This is an optimization exercise on Yosys and OpenROAD, whose aim is small area, a short achievable clock period and few clock cycles per item, not a production implementation. Function was checked by simulation only, so behaviour that the tests miss may differ from the original.

==> flow/design.v (excerpt) <==
module positional_array_list_unit #(
  parameter int CAPACITY = pal_pkg::PAL_CAPACITY
) (
  input  wire logic                      clk,
  input  wire logic                      rst,
  input  wire logic                      req_valid,
  output      logic                      req_ready,
  input  wire logic [pal_pkg::CMD_W-1:0] req_command,
  input  wire logic [pal_pkg::POS_W-1:0] req_position,
  input  wire logic [pal_pkg::VAL_W-1:0] req_item_value,
  output      logic                      rsp_valid,
  input  wire logic                      rsp_ready,
  output      logic [pal_pkg::STS_W-1:0] rsp_status,
  output      logic [pal_pkg::VAL_W-1:0] rsp_removed_value,
  output      logic [pal_pkg::IDX_W-1:0] rsp_found_index,
  output      logic [pal_pkg::LEN_W-1:0] rsp_list_length
);
==> flow/config.mk <==
export PLATFORM = sky130hd
export DESIGN_NAME = positional_array_list_unit
export DESIGN_NICKNAME = positional_array_list_unit
export VERILOG_FILES = /design/flow/design.v
export SDC_FILE = /design/flow/constraint.sdc
export NUM_CORES = 4
export LEC_CHECK = 0
export CAP_MARGIN = 20
export CORE_MARGIN = 2
export CORE_UTILIZATION = 45
export PLACE_DENSITY = 0.55
export SETUP_SLACK_MARGIN = 2.0
export SLEW_MARGIN = 20
==> flow/constraint.sdc <==
create_clock -name core_clock -period 5.5 [get_ports {clk}]
set_input_delay 1.1000 -clock core_clock [delete_from_list [all_inputs] [get_ports {clk}]]
set_output_delay 1.1000 -clock core_clock [all_outputs]
set_load 0.01 [all_outputs]
run.sh (not shown) runs the stock make flow with config.mk's settings and CLKGATE_MAP_FILE= SYNTH_SCRIPT=/design/flow/synth_recipe.tcl, a recipe that flattens the netlist after the stock synthesis.
The first run never finished: it broke off in global routing on GRT-0116.
Testbench counts at the start, summed over its fixed seeds: cycles 5,632, items 5,600.
Next try:
Settings changed: SETUP_SLACK_MARGIN 2.0 to default.
What happened: The new run aborted during global routing. Synthesized area is unchanged. Synthesized cell count is unchanged.

--- another note on this design; it stands on its own ---

==> trial 43 <==
// positional_array_list_unit
module positional_array_list_unit #(
  parameter int CAPACITY = pal_pkg::PAL_CAPACITY
) (
  input  wire logic                      clk,
  input  wire logic                      rst,
  input  wire logic                      req_valid,
  output      logic                      req_ready,
  input  wire logic [pal_pkg::CMD_W-1:0] req_command,
  input  wire logic [pal_pkg::POS_W-1:0] req_position,
  input  wire logic [pal_pkg::VAL_W-1:0] req_item_value,
  output      logic                      rsp_valid,
  input  wire logic                      rsp_ready,
  output      logic [pal_pkg::STS_W-1:0] rsp_status,
  output      logic [pal_pkg::VAL_W-1:0] rsp_removed_value,
  output      logic [pal_pkg::IDX_W-1:0] rsp_found_index,
  output      logic [pal_pkg::LEN_W-1:0] rsp_list_length
);
Settings: LEC_CHECK=0, CAP_MARGIN=20, CORE_MARGIN=2, CORE_UTILIZATION=27, PLACE_DENSITY=0.36, SETUP_SLACK_MARGIN=2.5, SLEW_MARGIN=20; clock period 5.5 ns.
run.sh (not shown) runs the stock make flow with config.mk's settings and CLKGATE_MAP_FILE= SYNTH_SCRIPT=/design/flow/synth_recipe.tcl, a recipe that flattens the netlist after the stock synthesis.
==> build 31 (differences from trial 43) <==
- CORE_UTILIZATION: 27 -> 34
- PLACE_DENSITY: 0.36 -> 0.44
==> summary.txt <==
| item | trial 43 | build 31 |
|---|---|---|
| Final RePlAce weighted congestion | 1.42 | 1.81 |
| Total CTS buffers | 586 | 566 |
| Half-perimeter wire length of the detailed placement result | 3180000 um | 2570000 um |
| Worst setup timing slack at the placement stage | -0.0662 ns | 0.285 ns |
| Die height | 951 um | 848 um |
| Share of synthesized cell area in and, or, nand and nor gates | 7.72% | 7.72% |
| Proportion of synthesized flip-flops having asynchronous set or reset | 0% | 0% |
| Xor and xnor fraction of the mapped netlist area | 15.2% | 15.2% |
| Area share of the leading cell type in the synthesized netlist | 34.4% | 34.4% |
| Post-CTS resize count | 779 | 2491 |
| Setup Fix Bufs, Post-CTS | 441 | 920 |
| TritonCTS sink count | 4727 | 4727 |
| Syn Std Cell Area | 242000 um^2 | 242000 um^2 |
| Placed instance area | 278000 um^2 | 266000 um^2 |
| Initial Util | 27.1% | 34.1% |
| Buffers added on ports | 96 | 96 |
| Result of the run | stopped before the end | stopped before the end |
| Last stage reached | global routing | global routing |
| Average instance area after synthesis | 10.3 um^2 | 10.3 um^2 |
| Share of the synthesized area in compound gates (AO/OA/AOI/OAI) | 28.7% | 28.7% |
| Row count | 347 | 309 |
| Number of cells in the design after placement | 35900 | 32700 |
| Die X | 951 um | 848 um |
Testbench counts of trial 43, summed over its fixed seeds: cycles 5,640, items 5,600.
Testbench counts of build 31, summed over its fixed seeds: cycles 5,640, items 5,600.
